This design comes from an exercise in tuning for small area, a short achievable clock period and few clock cycles per item on the open sky130 flow, not from production work. No functional check of the RTL was part of any run shown here. Power is estimated from default activity; no workload was simulated.

===== flow/run.sh =====
#!/bin/bash
# The standard layout (standard.sh), with port buffers and clock tree options set here.
set -euo pipefail
export BUFFER_PORTS_ARGS="-buffer_cell sky130_fd_sc_hd__buf_2"
export CTS_ARGS="-sink_clustering_enable -repair_clock_nets -sink_clustering_size 16 -sink_clustering_max_diameter 40 -buf_list sky130_fd_sc_hd__clkbuf_8 -root_buf sky130_fd_sc_hd__clkbuf_16 -dont_use_dummy_load"
bash standard.sh > standard.log 2>&1

===== standard.sh =====
#!/bin/bash
# synth_recipe.tcl (not shown) runs the flow's synth.tcl, then flattens the netlist and writes it again
# the make line also repeats each setting of config.mk as NAME=value (left out here)
make -C /OpenROAD-flow-scripts/flow DESIGN_CONFIG=/design/flow/config.mk WORK_HOME=/design/flow/orfs CLKGATE_MAP_FILE= SYNTH_SCRIPT=/design/flow/synth_recipe.tcl "${@:-finish}"

===== config.mk =====
export PLATFORM = sky130hd
export DESIGN_NAME = pool_engine
export DESIGN_NICKNAME = pool_engine
export VERILOG_FILES = /design/flow/design.v
export SDC_FILE = /design/flow/constraint.sdc
export NUM_CORES = 4
export LEC_CHECK = 0
export ABC_CLOCK_PERIOD_IN_PS = 2000
export CAP_MARGIN = 20
export CORE_MARGIN = 2
export CORE_UTILIZATION = 65
export CTS_BUF_LIST = sky130_fd_sc_hd__clkbuf_8
export CTS_CLUSTER_DIAMETER = 40
export CTS_CLUSTER_SIZE = 16
export SETUP_SLACK_MARGIN = 3.8
export SLEW_MARGIN = 20

===== constraint.sdc =====
create_clock -name core_clock -period 6.0 [get_ports {clk}]
set_input_delay 1.2000 -clock core_clock [delete_from_list [all_inputs] [get_ports {clk}]]
set_output_delay 1.2000 -clock core_clock [all_outputs]
set_load 0.01 [all_outputs]

===== design.v =====
`timescale 1ns/100ps
package pool_pkg;
	typedef logic [16-1:0] word_t;
	typedef logic [16*16-1:0] atom_t;
	typedef logic [16+4-1:0] sum_t;
	typedef enum logic {
		POOL_MAX = 1'b0,	 
		POOL_AVE = 1'b1	 
	} pool_op_e;
	typedef struct packed {
		pool_op_e    op;
		logic [2:0]  win_shift;	 
		logic [15:0] n_windows;	 
	} pool_cfg_t;
endpackage
`timescale 1ns/100ps
module pool_engine (
	input  logic        clk,
	input  logic        rst,
	input  logic        i_start,
	input  logic [19:0] i_cfg,	 
	input  logic        i_in_valid,
	input  logic [15:0] i_in_data,
	output logic        o_in_credit,
	output logic        o_out_valid,
	output logic [15:0] o_out_data,
	input  logic        i_out_credit,
	output logic        o_busy,
	output logic        o_done
);
	logic        busy_q;	 
	logic        op_q;	 
	logic [2:0]  ws_q;	 
	logic [15:0] rem_q;	 
	logic [3:0]  mask;	 
	logic [2:0]  sh;	 
	logic [15:0] head_q;
	logic        hv_q;	 
	logic [15:0] mem [3];
	logic [2:0]  wr_sel;	 
	logic [2:0]  rd_sel;	 
	logic [2:0]  mocc;	 
	logic [15:0] mem_rd;
	logic        load_head, from_mem, to_mem;
	logic [3:0]  atom_q;	 
	logic        nfirst_q;	 
	logic        nlast_q;	 
	logic        nword0_q;	 
	logic [3:0]  chan_q;	 
	logic        ch15_q;	 
	logic [3:0]  since_q;	 
	logic        aligned_q;	 
	logic [3:0]  used_q;	 
	logic        pop, win_end;
	logic [3:0]  atom_nx;
	logic [15:0] rem_dec;
	logic        premask;	 
	logic [10:0] lo_sum;
	logic        gt;
	logic [9:0]  w_lo;
	logic [5:0]  w_hi;	 
	logic        w_c;	 
	logic        w_gt;	 
	logic        w_last, w_final;
	logic [19:0] ring [16];
	logic [19:0] nxt;	 
	assign mask    = 4'((5'd1 << ws_q) - 5'd1);
	assign nxt     = op_q ? {ring[15][19:10] + {4'd0, w_hi} + {9'd0, w_c}, ring[15][9:0]}
	                      : {4'd0, w_gt ? {w_hi, w_lo} : ring[15][15:0]};
	assign sh      = op_q ? ws_q : 3'd0;
	assign pop     = hv_q && (!nword0_q || aligned_q) && (nlast_q || !used_q[3]);
	assign win_end = !nlast_q && ch15_q;
	assign atom_nx = nlast_q ? atom_q + 4'd1 : 4'd0;
	assign load_head = !hv_q || pop;
	assign from_mem  = load_head && mocc[0];
	assign to_mem    = i_in_valid && !(load_head && !mocc[0]);
	assign mem_rd    = ({16{rd_sel[0]}} & mem[0]) | ({16{rd_sel[1]}} & mem[1]) |
	                   ({16{rd_sel[2]}} & mem[2]);
	assign lo_sum  = {1'b0, ring[14][9:0]} + {1'b0, head_q[9:0]};
	assign gt      = (head_q > ring[14][15:0]);
	assign premask = !((pop && ch15_q) ? nlast_q : nfirst_q) &&
	                 (!(pop ? !win_end : nword0_q) || pop || (since_q == 4'd15));
	always_comb begin
		for (int i = 0; i < 16; i++) begin
			rem_dec[i] = rem_q[i] ^ ~|(rem_q & ((16'd1 << i) - 16'd1));
		end
	end
	always_ff @(posedge clk) begin
		for (int k = 0; k < 3; k++) begin
			if (!mocc[2] && wr_sel[k]) begin
				mem[k] <= i_in_data;
			end
		end
		if (load_head) begin
			head_q <= from_mem ? mem_rd : i_in_data;
		end
	end
	always_ff @(posedge clk or posedge rst) begin
		if (rst) begin
			hv_q     <= 1'b0;
			wr_sel   <= 3'd1;
			rd_sel   <= 3'd1;
			mocc     <= 3'd0;
			atom_q   <= 4'd0;
			nfirst_q <= 1'b0;
			nword0_q <= 1'b0;
			chan_q   <= 4'd0;
			ch15_q   <= 1'b0;
			used_q   <= 4'd0;
			w_last   <= 1'b0;
			w_final  <= 1'b0;
			busy_q   <= 1'b0;
		end else begin
			if (load_head) begin
				hv_q <= mocc[0] || i_in_valid;
			end
			if (to_mem) begin
				wr_sel <= {wr_sel[1:0], wr_sel[2]};
			end
			if (from_mem) begin
				rd_sel <= {rd_sel[1:0], rd_sel[2]};
			end
			case ({to_mem, from_mem})
				2'b10:   mocc <= {mocc[1:0], 1'b1};
				2'b01:   mocc <= {1'b0, mocc[2:1]};
				default: ;
			endcase
			if (pop) begin
				chan_q   <= chan_q + 4'd1;
				ch15_q   <= (chan_q == 4'd14);
				nword0_q <= !win_end;
				if (ch15_q) begin
					atom_q   <= atom_nx;
					nfirst_q <= nlast_q;
				end
			end
			case ({pop && !nlast_q, i_out_credit})
				2'b10:   used_q <= {used_q[2:0], 1'b1};
				2'b01:   used_q <= {1'b0, used_q[3:1]};
				default: ;
			endcase
			w_last   <= pop && !nlast_q;
			w_final  <= pop && win_end && (rem_q == 16'd1);
			busy_q   <= busy_q ? !w_final : i_start;
		end
	end
	always_ff @(posedge clk) begin
		if (!busy_q) begin
			op_q    <= i_cfg[19];
			ws_q    <= i_cfg[18:16];
			rem_q   <= i_cfg[15:0];
			nlast_q <= (i_cfg[18:16] != 3'd0);
		end else begin
			if (pop && win_end) begin
				rem_q <= rem_dec;
			end
			if (pop && ch15_q) begin
				nlast_q <= (atom_nx != mask);
			end
		end
	end
	always_ff @(posedge clk) begin
		o_in_credit <= pop;
		o_out_valid <= w_last;
		o_done      <= w_final;
		o_busy      <= busy_q ? !w_final : i_start;
	end
	always_ff @(posedge clk) begin
		since_q   <= pop ? 4'd0 : since_q + 4'd1;
		aligned_q <= pop || (since_q == 4'd15);
		w_lo      <= head_q[9:0];
		w_hi      <= pop ? head_q[15:10] : 6'd0;
		w_c       <= pop && op_q && lo_sum[10];
		w_gt      <= pop && !op_q && gt;
		ring[15]  <= {ring[14][19:10], (pop && op_q) ? lo_sum[9:0] : ring[14][9:0]};
		ring[0]   <= nxt;
		for (int i = 1; i < 14; i++) begin
			ring[i] <= ring[i-1];
		end
		ring[14]  <= premask ? 20'd0 : ring[13];
		o_out_data <= 16'(nxt >> sh);
	end
endmodule

==> results of run 1 <==
flip-flops by register name (all words and copies together), names as in the netlist, 6 cells and up, named ones only:
register / flops
mem: 48
ring: 320
w_hi: 6
w_lo: 10
head_q: 16
rem_q: 16
o_out_data: 16
logic make-up after synthesis:
| family | synth area share (%) |
|---|---|
| and+or+nand+nor | 8.235 |
| xor gates and xnor gates | 1.926 |
| DFF | 72.29 |
| AOI/OAI and AO/OA | 7.711 |
| adders and majority gates | 4.109 |
| buffers and inverters | 2.330 |
| muxes | 3.395 |
layer usage:
layer  up-vias  global-route usage, %  part of all wire, %
li1       3957                      -                    -
met1      3665                  30.51                   50
met2       163                  31.26                   43
met3        47                  3.777                  4.4
met4         0                  6.247                  2.2
met5         -                      0                    0
final timing paths:
kind	to	from	slack, ns
setup reg to reg	o_out_data[13]$_DFF_P_	ring[15][10]$_DFF_P_	3.44
hold / removal	ring[5][2]$_DFF_P_	ring[4][2]$_DFF_P_	0.28
max in group asynchronous	rd_sel[0]$_DFFE_PP1P_	rst	4.69
hold reg to reg	ring[5][2]$_DFF_P_	ring[4][2]$_DFF_P_	0.28
setup / recovery	o_out_data[13]$_DFF_P_	ring[15][10]$_DFF_P_	3.44
min in group asynchronous	used_q[3]$_DFFE_PP0P_	rst	0.73
power by group through the flow:
stage | clock [W] | combinational, W | sequential [W]
3_5_place_dp | 0 | 0.00103 | 0.00446
4_1_cts | 0.00169 | 0.00108 | 0.00441
2_1_floorplan | 0 | 0.000754 | 0.00434
5_1_grt | 0.00180 | 0.00127 | 0.00449
6_report | 0.00164 | 0.00113 | 0.00440
3_3_place_gp | 0 | 0.00101 | 0.00446
area by class of cell:
| class | instances | area [sq um] | area share [%] |
|---|---|---|---|
| sequential | 476 | 10530 | 65.28 |
| multi-input combinational | 552 | 3892 | 24.13 |
| clock buffer | 44 | 661.9 | 4.104 |
| timing repair buffer | 87 | 533.0 | 3.305 |
| tap | 280 | 350.3 | 2.172 |
| inverter | 42 | 162.7 | 1.008 |
worst max-delay path, delay by kind of cell (launching register included):
kind	cells	cell delay [ns]
adder cells (fa/ha/maj)	2	0.84
AO/OA/AOI/OAI	4	0.59
multiplexers	1	0.48
flip-flops	1	0.33
AND/OR/NAND/NOR	1	0.11
XOR/XNOR	1	0.08
synth_stat cells (all sizes together), types with 3 or more instances:
cell,count
dfxtp,363
nand2,101
edfxtp,85
o21ai,71
nor2,51
ha,43
inv,42
a21oi,39
nor2b,35
mux2i,31
dfrtp,26
clkbuf,23
xnor2,20
a222oi,16
mux2,14
and2,13
nand3,12
xor2,12
buf,10
nand2b,8
nor3,7
a211oi,6
nand4,6
o21bai,6
a21o,5
a221oi,5
and3,5
nor4,5
a31oi,4
fa,3
o211ai,3
o22ai,3
through the flow:
| stage | instances | setup slack (ns) | util, % | hold slack, ns | power (W) |
|---|---|---|---|---|---|
| after floorplan | 1103 | 3.590 | - | 0.3096 | 0.005099 |
| after global placement | 1413 | 3.096 | 68.92 | 0.3102 | 0.005465 |
| after detailed placement | 1414 | 2.965 | 69.04 | 0.3121 | 0.005493 |
| after CTS | 1470 | 3.453 | 72.78 | 0.2751 | 0.007182 |
| after global routing | 1481 | 3.360 | 73.68 | 0.2793 | 0.007557 |
| final | 1481 | 3.438 | 73.68 | 0.2754 | 0.007167 |
timing repair:
action / CTS / global route
hold buffers: 0 / 0
setup endpoints to repair: 89 / 64
pin swaps: 8 / 18
setup buffers: 12 / 11
resized for setup: 17 / 30
==> results.json, run 1 <==
{
  "status": "complete, no violations",
  "async_reset_ff_share_pct": 5.882,
  "fp.dieH_microns": 153.6,
  "mostFrequentLayoutCell": "dfxtp_1",
  "ys_ff_latch": 476,
  "synth_top_cell_by_area": "dfxtp_1",
  "port_buffers": 60,
  "cp_slowest_stage_delay_ns": 0.48,
  "p_per_area_nw_per_um2": 444.4,
  "power_leakage_nw": 6.655,
  "synth_top_area_share_pct": 49.93,
  "antenna_found_initial": 1,
  "drive_gt1_share_pct": 16.49,
  "cts_max_level": 2,
  "clk_latency_ns": 0.51,
  "ys.flop_type": "dfxtp_1",
  "crit_arrival_ns": 2.92,
  "drt.antenna.violating_nets": 0,
  "grt_use_total_pct": 20.57,
  "min_period_ns": 2.562,
  "ir_drop_v": 0.0002813,
  "root_buffer": "clkbuf_16",
  "fin_worst_skew_ns": 0.05923,
  "initial_core_util_pct": 66.49,
  "place_congestion": 0.8627,
  "vias_per_cell": 5.288,
  "clockPowerShare_pct": 22.8,
  "switching_share_pct": 25.94,
  "dr.pass1.iters": 5,
  "maxCapViolCount": 0,
  "grt_max_degree": 37,
  "synth-edff-count": 85,
  "hold_violations": 0,
  "drt-total-wl_microns": 23850,
  "netlist_instances": 1103,
  "wl_per_cell_microns": 16.10,
  "fin_crit_sh_pct": 42.70,
  "holdCritPathClass": "reg -> reg",
  "hpwl_microns": 15570,
  "crit_chain": "fa_2, fa_2, a21o_1, a21oi_2, xnor2_2, a21o_1, mux4_2, nor2_1, a21oi_1",
  "diodes": 0,
  "areaGrowthSynthToFinish_pct": 10.81,
  "final-setup-viol-count": 0,
  "yosysWarnings": 3,
  "rsz0062_at_grt": "yes",
  "via_count": 7832,
  "grt_pass1_wl_microns": 39040,
  "cts_tree": "done",
  "cp-start-kind": "flop",
  "dieArea_sq_um": 23610,
  "slowest_stage": "mux4_2",
  "slew_viol_final": 0,
  "clk_pin_slew_ns": 0.09,
  "final_design_area_no_fill_sq_um": 16130,
  "numCtsBuffers": 44,
  "boundaryPins": 61,
  "fill_cells": 1492,
  "tns_ns": 0,
  "fmax_ghz": 0.3903,
  "maxSlewHeadroom_pct": 39.76,
  "netlist_top_cells_area": "dfxtp_1 50%, edfxtp_1 18%, dfrtp_1 4.5%",
  "rows": 54,
  "numClockSinks": 476,
  "cts_buffer_depth": 3,
  "ys_seq_area_share_pct": 72.29,
  "drc": 0,
  "synth_nets": 1190,
  "rr_worst_depth": 9,
  "overflow": 0,
  "drtIter0Drc": 461,
  "p_int_w": 0.005308,
  "power_frac_seq_pct": 61.4,
  "nets": 1290,
  "dpl-instance-area_sq_um": 15110,
  "timing_worst_setup_path_type": "reg -> reg",
  "grt_pass1_vias": 7792,
  "synth.avg_cell_area_sq_um": 13.20,
  "fp.dieW_microns": 153.6,
  "cp-end-kind": "flop",
  "synth_cell_types": 70,
  "worst_slew_pin_slew_ns": 0.8995,
  "core_region_area_sq_um": 21890,
  "required_ns": 6.36,
  "final_cell_mix": "358 x dfxtp_1, 96 x nand2_1, 85 x edfxtp_1",
  "syn_area_sq_um": 14560,
  "share_comb_of_total_power_pct": 15.8,
  "cp_max_fo": 3,
  "p_switching_w": 0.001859,
  "holdPathStages": 0
}
==> inputs of run 2 (changes only) <==
--- a/config.mk
+++ b/config.mk
@@ -12,5 +12,5 @@
 export CTS_BUF_LIST = sky130_fd_sc_hd__clkbuf_8
 export CTS_CLUSTER_DIAMETER = 40
 export CTS_CLUSTER_SIZE = 16
-export SETUP_SLACK_MARGIN = 3.8
+export SETUP_SLACK_MARGIN = 3.9
 export SLEW_MARGIN = 20
==> run 2 against run 1 <==
  * Still clean
  * First-iteration DRC count increased by 8.5%
  * Final cell count decreased by 0.41%
  * Clock power about the same
  * Area after synthesis unchanged
  * Combinational power increased by 4%
  * Register-to-register slack improved by 0.03 ns
  * Worst hold slack improved by 0.022 ns
  * Critical path type unchanged
  * Largest cell class unchanged
  * Largest power group unchanged
==> results.json, run 2 <==
{
  "rr_worst_depth": 9,
  "cts_tree": "done",
  "synth_top_cell_by_area": "dfxtp_1",
  "antenna_found_initial": 0,
  "maxSlewHeadroom_pct": 43.36,
  "numClockSinks": 476,
  "synth_common_cells": "363 x dfxtp_1, 99 x nand2_1, 85 x edfxtp_1, 66 x o21ai_0, 51 x nor2_1",
  "synth-compound-area-share_pct": 7.711,
  "rsz0062_at_grt": "yes",
  "boundaryPins": 61,
  "cts_hold_buf": 0,
  "fmax_ghz": 0.3956,
  "dr.pass1.iters": 5,
  "yosysWarnings": 3,
  "timing_worst_setup_path_type": "reg -> reg",
  "vias_per_cell": 5.320,
  "cp-end-kind": "flop",
  "syn_area_sq_um": 14560,
  "dpl-instance-area_sq_um": 15100,
  "cp_max_fo": 3,
  "synth_top_family_by_area": "simple AND/OR/NAND/NOR gates",
  "rows": 54,
  "final_design_area_no_fill_sq_um": 16260,
  "worst_slew_pin_slew_ns": 0.8458,
  "fin_crit_sh_pct": 42.13,
  "yosys.area_share.simple_pct": 8.235,
  "hpwl_microns": 15630,
  "stdcell_count": 1475,
  "holdCritPathClass": "reg -> reg",
  "drt-total-wl_microns": 24080,
  "largest_reg_flops": 320,
  "grt_use_total_pct": 20.24,
  "synth_cell_types": 70,
  "reg_top3": "ring (320), mem (48)",
  "initial_core_util_pct": 66.49,
  "diodes": 0,
  "overflow": 0,
  "hold_violations": 0,
  "synth.most_common_cell": "dfxtp_1",
  "fp.dieW_microns": 153.6,
  "cts_max_level": 2,
  "synth_top_area_share_pct": 49.93,
  "total_power_w": 0.007241,
  "clk_pin_slew_ns": 0.09,
  "power_leakage_nw": 6.659,
  "areaGrowthSynthToFinish_pct": 11.69,
  "crit_arrival_ns": 2.87,
  "async_reset_ff_share_pct": 5.882,
  "drt.antenna.violating_nets": 0,
  "nets": 1284,
  "ys_seq_area_share_pct": 72.29,
  "final_cell_mix": "351 x dfxtp_1, 95 x nand2_1, 85 x edfxtp_1",
  "cts_buffer_depth": 3,
  "via_count": 7847,
  "place_congestion": 0.8556,
  "status": "complete, no violations",
  "fp.dieH_microns": 153.6,
  "grt_pass1_wl_microns": 38700,
  "tns_ns": 0,
  "fin_worst_skew_ns": 0.08009,
  "holdPathStages": 0,
  "slew_viol_final": 0,
  "wl_per_cell_microns": 16.32,
  "final_core_util_pct": 74.26,
  "cp-start-kind": "flop",
  "synth_nets": 1190,
  "required_ns": 6.35,
  "netlist_top_cells_area": "dfxtp_1 50%, edfxtp_1 18%, dfrtp_1 4.5%",
  "largest_register": "ring",
  "drive_gt1_share_pct": 17.66,
  "synthAdderAreaFrac_pct": 4.109,
  "grt_pass1_vias": 7748,
  "maxCapViolCount": 0,
  "dieArea_sq_um": 23610,
  "port_buffers": 60,
  "min_period_ns": 2.528,
  "synth_mux_area_share_pct": 3.396,
  "drtIter0Drc": 500,
  "grt_max_degree": 37,
  "core_region_area_sq_um": 21890,
  "root_buffer": "clkbuf_16",
  "netlist_instances": 1103,
  "synth.avg_cell_area_sq_um": 13.20,
  "clk_latency_ns": 0.52,
  "ys_ff_latch": 476,
  "dp_cells": 1413,
  "synth-edff-count": 85,
  "mostFrequentLayoutCell": "dfxtp_1",
  "drc": 0,
  "final-setup-viol-count": 0,
  "numCtsBuffers": 44,
  "yosys.area_share.xor_xnor_pct": 1.926,
  "p_per_area_nw_per_um2": 445.4,
  "ir_drop_v": 0.0002983,
  "ys.flop_type": "dfxtp_1"
}
## run 2: final cells by class
type                    instances  area, sq um
inverters                      42        162.7
well taps                     280        350.3
flip-flops and latches        476        10540
clock buffers                  44        661.9
repair buffers                 81        548.0
multi-input cells             552         3995
fillers                      1467         5634
## run 2: path summary, 6_finish.rpt
kind,slack (ns),to,startpoint
max,3.47,o_out_data[13]$_DFF_P_,w_c$_DFF_P_
max reg2reg,3.47,o_out_data[13]$_DFF_P_,w_c$_DFF_P_
min,0.30,ring[11][5]$_DFF_P_,ring[10][5]$_DFF_P_
min reg2reg,0.30,ring[11][5]$_DFF_P_,ring[10][5]$_DFF_P_
max in group asynchronous,4.80,busy_q$_DFF_PP0_,rst
min in group asynchronous,0.77,nfirst_q$_DFFE_PP0P_,rst
## run 2: through the flow
stage | hold WS [ns] | setup slack, ns
global placement | 0.3104 | 3.324
finish | 0.2972 | 3.472
CTS | 0.2994 | 3.500
global route | 0.3110 | 3.375
detailed placement | 0.3121 | 3.216
floorplan | 0.3096 | 3.590
## run 2: what timing repair did
action,in CTS,in global routing
gates resized for setup,33,47
setup buffers,11,7
pin swaps,12,20
setup endpoints to repair,106,73
## run 2: cell families after synthesis
| group | count (synthesis) |
|---|---|
| muxes | 46 |
| buffers and inverters | 75 |
| DFF | 476 |
| xor gates and xnor gates | 32 |
| and+or+nand+nor | 253 |
| AOI/OAI and AO/OA | 175 |
| adders and majority gates | 46 |
## run 2: worst max-delay path, cell delays in order, from the launching register on
cell,delay (ns)
dfxtp_1,0.31
fa_2,0.42
fa_2,0.41
a21o_1,0.19
a21oi_2,0.16
xnor2_2,0.09
a21o_1,0.18
mux4_2,0.48
nor2_1,0.10
a21oi_1,0.05
## run 2: where the power goes
group	total [W]	switching, W	internal (W)	leakage (nW)
Sequential	0.00442	0.000324	0.00409	4.10
Combinational	0.00118	0.000656	0.000520	2.21
Clock	0.00165	0.000917	0.000732	0.342
Total	0.00724	0.00190	0.00534	6.66
## run 2: metal layers
layer  GRT usage (%)  up-vias  share of wire [%]
met4           5.941        0                2.6
met5               0        -                  0
met3           3.523       49                4.5
li1                -     3935                  -
met2           30.73      183                 43
met1           30.30     3680                 49
==> inputs of run 3 (changes only) <==
--- a/design.v
+++ b/design.v
@@ -33,7 +33,6 @@
 	logic [2:0]  ws_q;	 
 	logic [15:0] rem_q;	 
 	logic [3:0]  mask;	 
-	logic [2:0]  sh;	 
 	logic [15:0] head_q;
 	logic        hv_q;	 
 	logic [15:0] mem [3];
@@ -55,19 +54,17 @@
 	logic [3:0]  atom_nx;
 	logic [15:0] rem_dec;
 	logic        premask;	 
-	logic [10:0] lo_sum;
+	logic [12:0] lo_sum;
 	logic        gt;
-	logic [9:0]  w_lo;
-	logic [5:0]  w_hi;	 
+	logic [11:0] w_lo;
+	logic [3:0]  w_hi;	 
 	logic        w_c;	 
 	logic        w_gt;	 
+	logic [2:0]  w_sh;	 
 	logic        w_last, w_final;
 	logic [19:0] ring [16];
 	logic [19:0] nxt;	 
 	assign mask    = 4'((5'd1 << ws_q) - 5'd1);
-	assign nxt     = op_q ? {ring[15][19:10] + {4'd0, w_hi} + {9'd0, w_c}, ring[15][9:0]}
-	                      : {4'd0, w_gt ? {w_hi, w_lo} : ring[15][15:0]};
-	assign sh      = op_q ? ws_q : 3'd0;
 	assign pop     = hv_q && (!nword0_q || aligned_q) && (nlast_q || !used_q[3]);
 	assign win_end = !nlast_q && ch15_q;
 	assign atom_nx = nlast_q ? atom_q + 4'd1 : 4'd0;
@@ -76,7 +73,10 @@
 	assign to_mem    = i_in_valid && !(load_head && !mocc[0]);
 	assign mem_rd    = ({16{rd_sel[0]}} & mem[0]) | ({16{rd_sel[1]}} & mem[1]) |
 	                   ({16{rd_sel[2]}} & mem[2]);
-	assign lo_sum  = {1'b0, ring[14][9:0]} + {1'b0, head_q[9:0]};
+	assign lo_sum  = {1'b0, ring[14][11:0]} + {1'b0, head_q[11:0]};
+	assign nxt     = op_q ? {ring[15][19:12] + {4'd0, w_hi} + {7'd0, w_c}, ring[15][11:0]}
+	                      : {4'd0, w_gt ? {w_hi, w_lo} : ring[15][15:0]};
+	assign o_out_data = ring[0][15:0];
 	assign gt      = (head_q > ring[14][15:0]);
 	assign premask = !((pop && ch15_q) ? nlast_q : nfirst_q) &&
 	                 (!(pop ? !win_end : nword0_q) || pop || (since_q == 4'd15));
@@ -168,16 +168,16 @@
 	always_ff @(posedge clk) begin
 		since_q   <= pop ? 4'd0 : since_q + 4'd1;
 		aligned_q <= pop || (since_q == 4'd15);
-		w_lo      <= head_q[9:0];
-		w_hi      <= pop ? head_q[15:10] : 6'd0;
-		w_c       <= pop && op_q && lo_sum[10];
+		w_lo      <= head_q[11:0];
+		w_hi      <= pop ? head_q[15:12] : 4'd0;
+		w_c       <= pop && op_q && lo_sum[12];
 		w_gt      <= pop && !op_q && gt;
-		ring[15]  <= {ring[14][19:10], (pop && op_q) ? lo_sum[9:0] : ring[14][9:0]};
-		ring[0]   <= nxt;
+		w_sh      <= (pop && op_q && !nlast_q) ? ws_q : 3'd0;
+		ring[15]  <= {ring[14][19:12], (pop && op_q) ? lo_sum[11:0] : ring[14][11:0]};
+		ring[0]   <= nxt >> w_sh;
 		for (int i = 1; i < 14; i++) begin
 			ring[i] <= ring[i-1];
 		end
 		ring[14]  <= premask ? 20'd0 : ring[13];
-		o_out_data <= 16'(nxt >> sh);
 	end
 endmodule
--- a/config.mk
+++ b/config.mk
@@ -12,5 +12,5 @@
 export CTS_BUF_LIST = sky130_fd_sc_hd__clkbuf_8
 export CTS_CLUSTER_DIAMETER = 40
 export CTS_CLUSTER_SIZE = 16
-export SETUP_SLACK_MARGIN = 3.9
+export SETUP_SLACK_MARGIN = 3.8
 export SLEW_MARGIN = 20
==> run 3 against run 2 <==
  * Design area fell by 0.80%
  * Critical path depth fell by 1
  * Flip-flop and latch count fell by 13
  * Sequential power fell by 2%
  * Via count fell by 2.2%
  * Routed wire length fell by 2.7%
  * Critical endpoint is now ring[0][11]$_DFF_P_
  * Highest routed layer unchanged
==> results.json, run 3 <==
{
  "via_count": 7675,
  "drtIter0Drc": 406,
  "largest_reg_flops": 320,
  "antenna_found_initial": 0,
  "r2r_slack_ns": 3.63,
  "synth.avg_cell_area_sq_um": 13.35,
  "rr_worst_depth": 8,
  "worstHoldStart": "ring[11][12]$_DFF_P_",
  "status": "complete, no violations",
  "synth_common_cells": "350 x dfxtp_1, 85 x edfxtp_1, 68 x nand2_1, 51 x o21ai_0, 50 x mux2i_1",
  "fp.dieW_microns": 153.0,
  "netlist_instances": 1081,
  "yosysWarnings": 3,
  "synth_top_cell_by_area": "dfxtp_1",
  "hpwl_microns": 14990,
  "syn_area_sq_um": 14430,
  "rsz0062_at_grt": "yes",
  "boundaryPins": 61,
  "grt_use_met3_pct": 3.544,
  "timing.rr.end": "ring[0][11]$_DFF_P_",
  "drc": 0,
  "final_design_area_no_fill_sq_um": 16130,
  "power_frac_seq_pct": 59.1,
  "cp-end-kind": "flop",
  "clockPowerShare_pct": 21.9,
  "final_core_util_pct": 73.90,
  "grt.busiest_layer": "met2",
  "synth_top_area_share_pct": 48.56,
  "total_power_w": 0.007296,
  "timing_worst_setup_path_type": "reg -> reg",
  "dp_cells": 1376,
  "async_reset_ff_share_pct": 6.048,
  "crit_arrival_ns": 2.72,
  "dieArea_sq_um": 23410,
  "drt-total-wl_microns": 23430,
  "holdCritPathClass": "reg -> reg",
  "switching_share_pct": 27.02,
  "min_period_ns": 2.365,
  "met2_usage_pct": 29.43,
  "fin_crit_sh_pct": 39.42,
  "port_buffers": 60,
  "p_per_area_nw_per_um2": 452.4,
  "final_cell_mix": "327 x dfxtp_1, 85 x edfxtp_1, 63 x nand2_1",
  "drt.antenna.violating_nets": 0,
  "p_switching_w": 0.001971,
  "grt_pass1_wl_microns": 36480,
  "tns_ns": 0,
  "hold-path-endpoint": "ring[12][12]$_DFF_P_",
  "holdPathStages": 0,
  "share_comb_of_total_power_pct": 19.0,
  "ir_drop_v": 0.0002709,
  "synth.most_common_cell": "dfxtp_1",
  "place_congestion": 0.8019,
  "worst_slew_pin_slew_ns": 0.8896,
  "overflow": 0,
  "r2r_start": "w_c$_DFF_P_",
  "wl_per_cell_microns": 16.20,
  "numClockSinks": 463,
  "drive_gt1_share_pct": 20.84,
  "fmax_ghz": 0.4228,
  "fp.dieH_microns": 153.0,
  "cts_buffer_depth": 3,
  "netlist_top_cells_area": "dfxtp_1 49%, edfxtp_1 18%, dfrtp_1 4.5%",
  "final-setup-viol-count": 0,
  "reg_top3": "ring (320), mem (48)",
  "nets": 1255,
  "maxSlewHeadroom_pct": 40.42,
  "cts_max_level": 2,
  "ys_ff_latch": 463,
  "diodes": 0,
  "grt_max_degree": 37,
  "mostFrequentLayoutCell": "dfxtp_1",
  "use_met1_pct": 28.56,
  "cp-start-kind": "flop",
  "ys_seq_area_share_pct": 71.12,
  "slowest_stage": "fa_2",
  "hold_violations": 0,
  "root_buffer": "clkbuf_16",
  "required_ns": 6.35,
  "vias_per_cell": 5.308,
  "cts_tree": "done",
  "fin_worst_skew_ns": 0.04157,
  "initial_core_util_pct": 66.12,
  "cp_slowest_stage_delay_ns": 0.44,
  "largest_register": "ring",
  "slew_viol_final": 0,
  "rows": 54,
  "cp_max_fo": 4,
  "areaGrowthSynthToFinish_pct": 11.76,
  "core_region_area_sq_um": 21820,
  "dr.pass1.iters": 5,
  "synth_cell_types": 69,
  "grt_pass1_vias": 7389,
  "ys.flop_type": "dfxtp_1",
  "clk_pin_slew_ns": 0.07,
  "synth_nets": 1168,
  "clk_latency_ns": 0.50,
  "numCtsBuffers": 43,
  "maxCapViolCount": 0,
  "stdcell_count": 1446,
  "power_leakage_nw": 6.402,
  "synth-edff-count": 85,
  "crit_chain": "fa_2, fa_2, nand3_4, nand2_4, and3_4, o31a_1, mux2i_1, mux2i_1",
  "cts_hold_buf": 0,
  "p_int_w": 0.005325,
  "dpl-instance-area_sq_um": 14900,
  "grt_use_total_pct": 19.36
}
## run 3: power by group through the flow
stage	clock network, W	logic (W)	registers, W
finish	0.00160	0.00139	0.00431
global route	0.00179	0.00154	0.00439
CTS	0.00165	0.00127	0.00431
detailed placement	0	0.00116	0.00435
global placement	0	0.00114	0.00435
floorplan	0	0.000956	0.00420
## run 3: worst max-delay path, delay by kind of cell (launching register included)
kind / cells / cell delay (ns)
AO/OA/AOI/OAI: 1 / 0.33
adder cells (fa/ha/maj): 2 / 0.87
flip-flops: 1 / 0.32
multiplexers: 2 / 0.33
AND/OR/NAND/NOR: 3 / 0.38
## run 3: metal layers
metal / vias up / part of all wire, %
li1: 3853 / -
met2: 177 / 44
met4: 0 / 2.3
met1: 3607 / 49
met3: 38 / 4.5
met5: - / 0
## run 3: how the worst max path moves through the flow
stage                          endpoint  depth (start not counted)          startpoint  slack (ns)
finish              ring[0][11]$_DFF_P_                          8         w_c$_DFF_P_        3.63
detailed placement  mocc[2]$_DFFE_PP0P_                          8   nlast_q$_DFFE_PP_        3.07
global placement    mocc[2]$_DFFE_PP0P_                          8   nlast_q$_DFFE_PP_        3.23
global route        ring[0][11]$_DFF_P_                          8         w_c$_DFF_P_        3.58
CTS                 ring[0][14]$_DFF_P_                          8  w_hi[0]$_SDFF_PN0_        3.73
floorplan            rem_q[0]$_DFFE_PP_                          7   nlast_q$_DFFE_PP_        3.78
## run 3: kinds of logic after synthesis
family	after synthesis	share of synthesized area, %
compound gates	157	7.119
xor+xnor	30	1.821
fa+ha+maj	46	4.145
buf+inv	91	2.896
flops	463	71.12
mux	66	4.795
simple gates	228	8.107
## run 3: area by class of cell
type / count / area [sq um]
inverters: 40 / 152.6
well taps: 280 / 350.3
multi-input cells: 528 / 4088
fillers: 1487 / 5697
flip-flops and latches: 463 / 10300
clock buffers: 43 / 648.1
repair buffers: 92 / 583.1
## run 3: what timing repair did
action,4_1_cts,5_1_grt
resized for setup,41,52
buffers inserted,8,18
setup endpoints to repair,98,58
pin swaps,6,16
cloned,0,1
## run 3: metrics by stage
stage | setup slack [ns] | hold WS, ns
6_report | 3.635 | 0.2987
2_1_floorplan | 3.783 | 0.3096
3_3_place_gp | 3.226 | 0.3100
5_1_grt | 3.580 | 0.3099
3_5_place_dp | 3.073 | 0.3121
4_1_cts | 3.727 | 0.3017
==> inputs of run 4 (changes only) <==
--- a/config.mk
+++ b/config.mk
@@ -12,5 +12,5 @@
 export CTS_BUF_LIST = sky130_fd_sc_hd__clkbuf_8
 export CTS_CLUSTER_DIAMETER = 40
 export CTS_CLUSTER_SIZE = 16
-export SETUP_SLACK_MARGIN = 3.8
+export SETUP_SLACK_MARGIN = 3.9
 export SLEW_MARGIN = 20
==> run 4 against run 3 <==
  * Critical path depth fell by 1
  * Register-to-register slack improved by 0.10 ns
  * Worst hold slack worse by 0.019 ns
  * Area after synthesis unchanged
  * Design area is 1.6% higher
  * Combinational power increased by 12%
  * Core utilization is 1.2 points higher
  * Critical endpoint is now ring[0][12]$_DFF_P_
==> results.json, run 4 <==
{
  "status": "complete, no violations",
  "cp-start-kind": "flop",
  "grt_pass1_wl_microns": 37020,
  "tns_ns": 0,
  "hold_violations": 0,
  "fmax_ghz": 0.4420,
  "fp.dieW_microns": 153.0,
  "power_leakage_nw": 6.477,
  "fin_worst_skew_ns": 0.06302,
  "dpl-instance-area_sq_um": 14880,
  "maxCapViolCount": 0,
  "r2r_start": "w_hi[0]$_SDFF_PN0_",
  "synth_nets": 1168,
  "synth_common_cells": "350 x dfxtp_1, 85 x edfxtp_1, 68 x nand2_1, 51 x o21ai_0, 50 x mux2i_1",
  "dr.pass1.iters": 6,
  "cp_top_family": "multiplexers",
  "async_reset_ff_share_pct": 6.048,
  "nets": 1269,
  "min_period_ns": 2.263,
  "fp.dieH_microns": 153.0,
  "core_region_area_sq_um": 21820,
  "via_count": 7745,
  "largest_reg_flops": 320,
  "drtIter0Drc": 422,
  "areaGrowthSynthToFinish_pct": 13.55,
  "rsz0062_at_grt": "yes",
  "cts_buffer_depth": 3,
  "timing.hold.ws_ns": 0.2799,
  "slowest_stage": "mux4_2",
  "drc": 0,
  "yosysWarnings": 3,
  "cts_hold_buf": 0,
  "holdPathStages": 0,
  "drt-total-wl_microns": 23550,
  "drt.antenna.violating_nets": 0,
  "ir_drop_v": 0.0002370,
  "cp-end-kind": "flop",
  "rows": 54,
  "cp_slowest_stage_delay_ns": 0.53,
  "syn_area_sq_um": 14430,
  "place_congestion": 0.8253,
  "synth-edff-count": 85,
  "initial_core_util_pct": 66.12,
  "crit_arrival_ns": 2.63,
  "maxSlewHeadroom_pct": 42.44,
  "netlist_top_cells_area": "dfxtp_1 49%, edfxtp_1 18%, dfrtp_1 4.5%",
  "ys.flop_type": "dfxtp_1",
  "mostFrequentLayoutCell": "dfxtp_1",
  "dieArea_sq_um": 23410,
  "boundaryPins": 61,
  "worst_slew_pin_slew_ns": 0.8595,
  "final_cell_mix": "318 x dfxtp_1, 85 x edfxtp_1, 63 x nand2_1",
  "numClockSinks": 463,
  "overflow": 0,
  "clk_pin_slew_ns": 0.09,
  "port_buffers": 60,
  "timing_worst_setup_path_type": "reg -> reg",
  "grt_pass1_vias": 7522,
  "rr_worst_depth": 7,
  "reg_top3": "ring (320), mem (48)",
  "required_ns": 6.37,
  "synth_top_area_share_pct": 48.56,
  "cp_max_fo": 4,
  "timing.rr.end": "ring[0][12]$_DFF_P_",
  "antenna_found_initial": 0,
  "synth.avg_cell_area_sq_um": 13.35,
  "drive_gt1_share_pct": 23.22,
  "final-setup-viol-count": 0,
  "wl_per_cell_microns": 16.12,
  "hold-path-endpoint": "ring[4][10]$_DFF_P_",
  "fin_crit_sh_pct": 37.71,
  "synth.most_common_cell": "dfxtp_1",
  "crit_chain": "fa_2, a211o_1, a21oi_2, nor2_1, mux4_2, mux2i_2, mux2i_1",
  "worstHoldStart": "ring[3][10]$_DFF_P_",
  "root_buffer": "clkbuf_16",
  "grt_use_total_pct": 19.58,
  "slew_viol_final": 0,
  "ys_seq_area_share_pct": 71.12,
  "stdcell_count": 1461,
  "synth_cell_types": 69,
  "crit_buf_inv": 0,
  "holdCritPathClass": "reg -> reg",
  "clk_latency_ns": 0.51,
  "numCtsBuffers": 44,
  "final_design_area_no_fill_sq_um": 16390,
  "grt_max_degree": 37,
  "r2r_slack_ns": 3.74,
  "synth_top_cell_by_area": "dfxtp_1",
  "vias_per_cell": 5.301,
  "ys_ff_latch": 463,
  "p_per_area_nw_per_um2": 458.8,
  "hpwl_microns": 14690,
  "netlist_instances": 1081,
  "dp_cells": 1374,
  "cts_tree": "done",
  "largest_register": "ring",
  "cts_max_level": 2
}
## run 4: cell counts after synthesis
Identical to the previous run, type by type.
## run 4: final cells by class
| class | count | area (sq um) |
|---|---|---|
| Antenna cell | 1 | 2.502 |
| Clock buffer | 44 | 661.9 |
| Fill cell | 1427 | 5438 |
| Inverter | 40 | 152.6 |
| Multi-Input combinational cell | 528 | 4115 |
| Sequential cell | 463 | 10330 |
| Tap cell | 280 | 350.3 |
| Timing Repair Buffer | 105 | 777.0 |
## run 4: metrics by stage
| stage | worst slack (ns) | utilization, % | total power [W] |
|---|---|---|---|
| floorplan | 3.859 | - | 0.005157 |
| global placement | 3.243 | 68.20 | 0.005487 |
| detailed placement | 3.088 | 68.20 | 0.005513 |
| CTS | 3.754 | 73.58 | 0.007394 |
| global route | 3.650 | 75.07 | 0.007926 |
| finish | 3.737 | 75.08 | 0.007518 |
## run 4: cells by family (layout without fill, tap and decap cells)
logic type	count (synthesis)	after routing	synth area share, %
other	0	1	0
flip-flops	463	463	71.12
XOR/XNOR	30	30	1.821
adder cells (fa/ha/maj)	46	46	4.145
buffers and inverters	91	189	2.896
AND/OR/NAND/NOR	228	229	8.107
multiplexers	66	66	4.795
AO/OA/AOI/OAI	157	157	7.119
## run 4: per-layer routing
layer / up-vias / track usage (%) / share of wire (%)
li1: 3881 / - / -
met1: 3629 / 28.33 / 49
met2: 174 / 29.70 / 44
met3: 61 / 3.459 / 4.1
met4: 0 / 7.937 / 3.3
met5: - / 0 / 0
## run 4: worst max-delay path by stage
stage / start / to / slack [ns] / cells after the start
after floorplan: ring[15][12]$_DFF_P_ / ring[0][12]$_DFF_P_ / 3.86 / 8
after global placement: nlast_q$_DFFE_PP_ / mocc[2]$_DFFE_PP0P_ / 3.24 / 8
after detailed placement: nlast_q$_DFFE_PP_ / mocc[2]$_DFFE_PP0P_ / 3.09 / 8
after CTS: w_hi[0]$_SDFF_PN0_ / ring[0][12]$_DFF_P_ / 3.75 / 7
after global routing: w_hi[0]$_SDFF_PN0_ / ring[0][14]$_DFF_P_ / 3.65 / 8
final: w_hi[0]$_SDFF_PN0_ / ring[0][12]$_DFF_P_ / 3.74 / 7
## run 4: power breakdown
part,leakage [nW],internal [W],switching (W)
registers,4.00,0.00398,0.000353
logic,2.13,0.000770,0.000783
clock network,0.342,0.000730,0.000898
## run 4: what timing repair did
| item | CTS | global route |
|---|---|---|
| pin swaps | 16 | 23 |
| cloned | 0 | 1 |
| endpoints found under the setup margin | 122 | 85 |
| hold endpoints to repair | 0 | 0 |
| setup buffers | 24 | 17 |
| gates resized for setup | 82 | 41 |

afterwards: timing with drivers on the ports:
The results above use ideal ports. As a check the final layouts listed here were re-extracted and re-timed, cells and wires unchanged. Step 1, drivers: a clkbuf_16 drives clk and a buf_2 each remaining input, both assumed. Step 2 times the ports against the registers' clock, not the clock port: input delays grow and output delays shrink by t, the midpoint of the rising clock arrivals with the driver on. Slacks: ideal ports / drivers / drivers and shift; pairs: ideal ports / drivers.
| run | t, ns | slack for setup (ns) | slew at the worst register clock pin (ns) |
|---|---|---|---|
| run 1 | 0.533 | 3.438 / 3.438 / 3.438 | 0.09 / 0.09 |
| run 2 | 0.523 | 3.472 / 3.472 / 3.472 | 0.09 / 0.09 |
| run 3 | 0.521 | 3.635 / 3.635 / 3.635 | 0.09 / 0.09 |
| run 4 | 0.531 | 3.737 / 3.737 / 3.737 | 0.09 / 0.09 |
After both steps setup and hold are still met in every run listed.
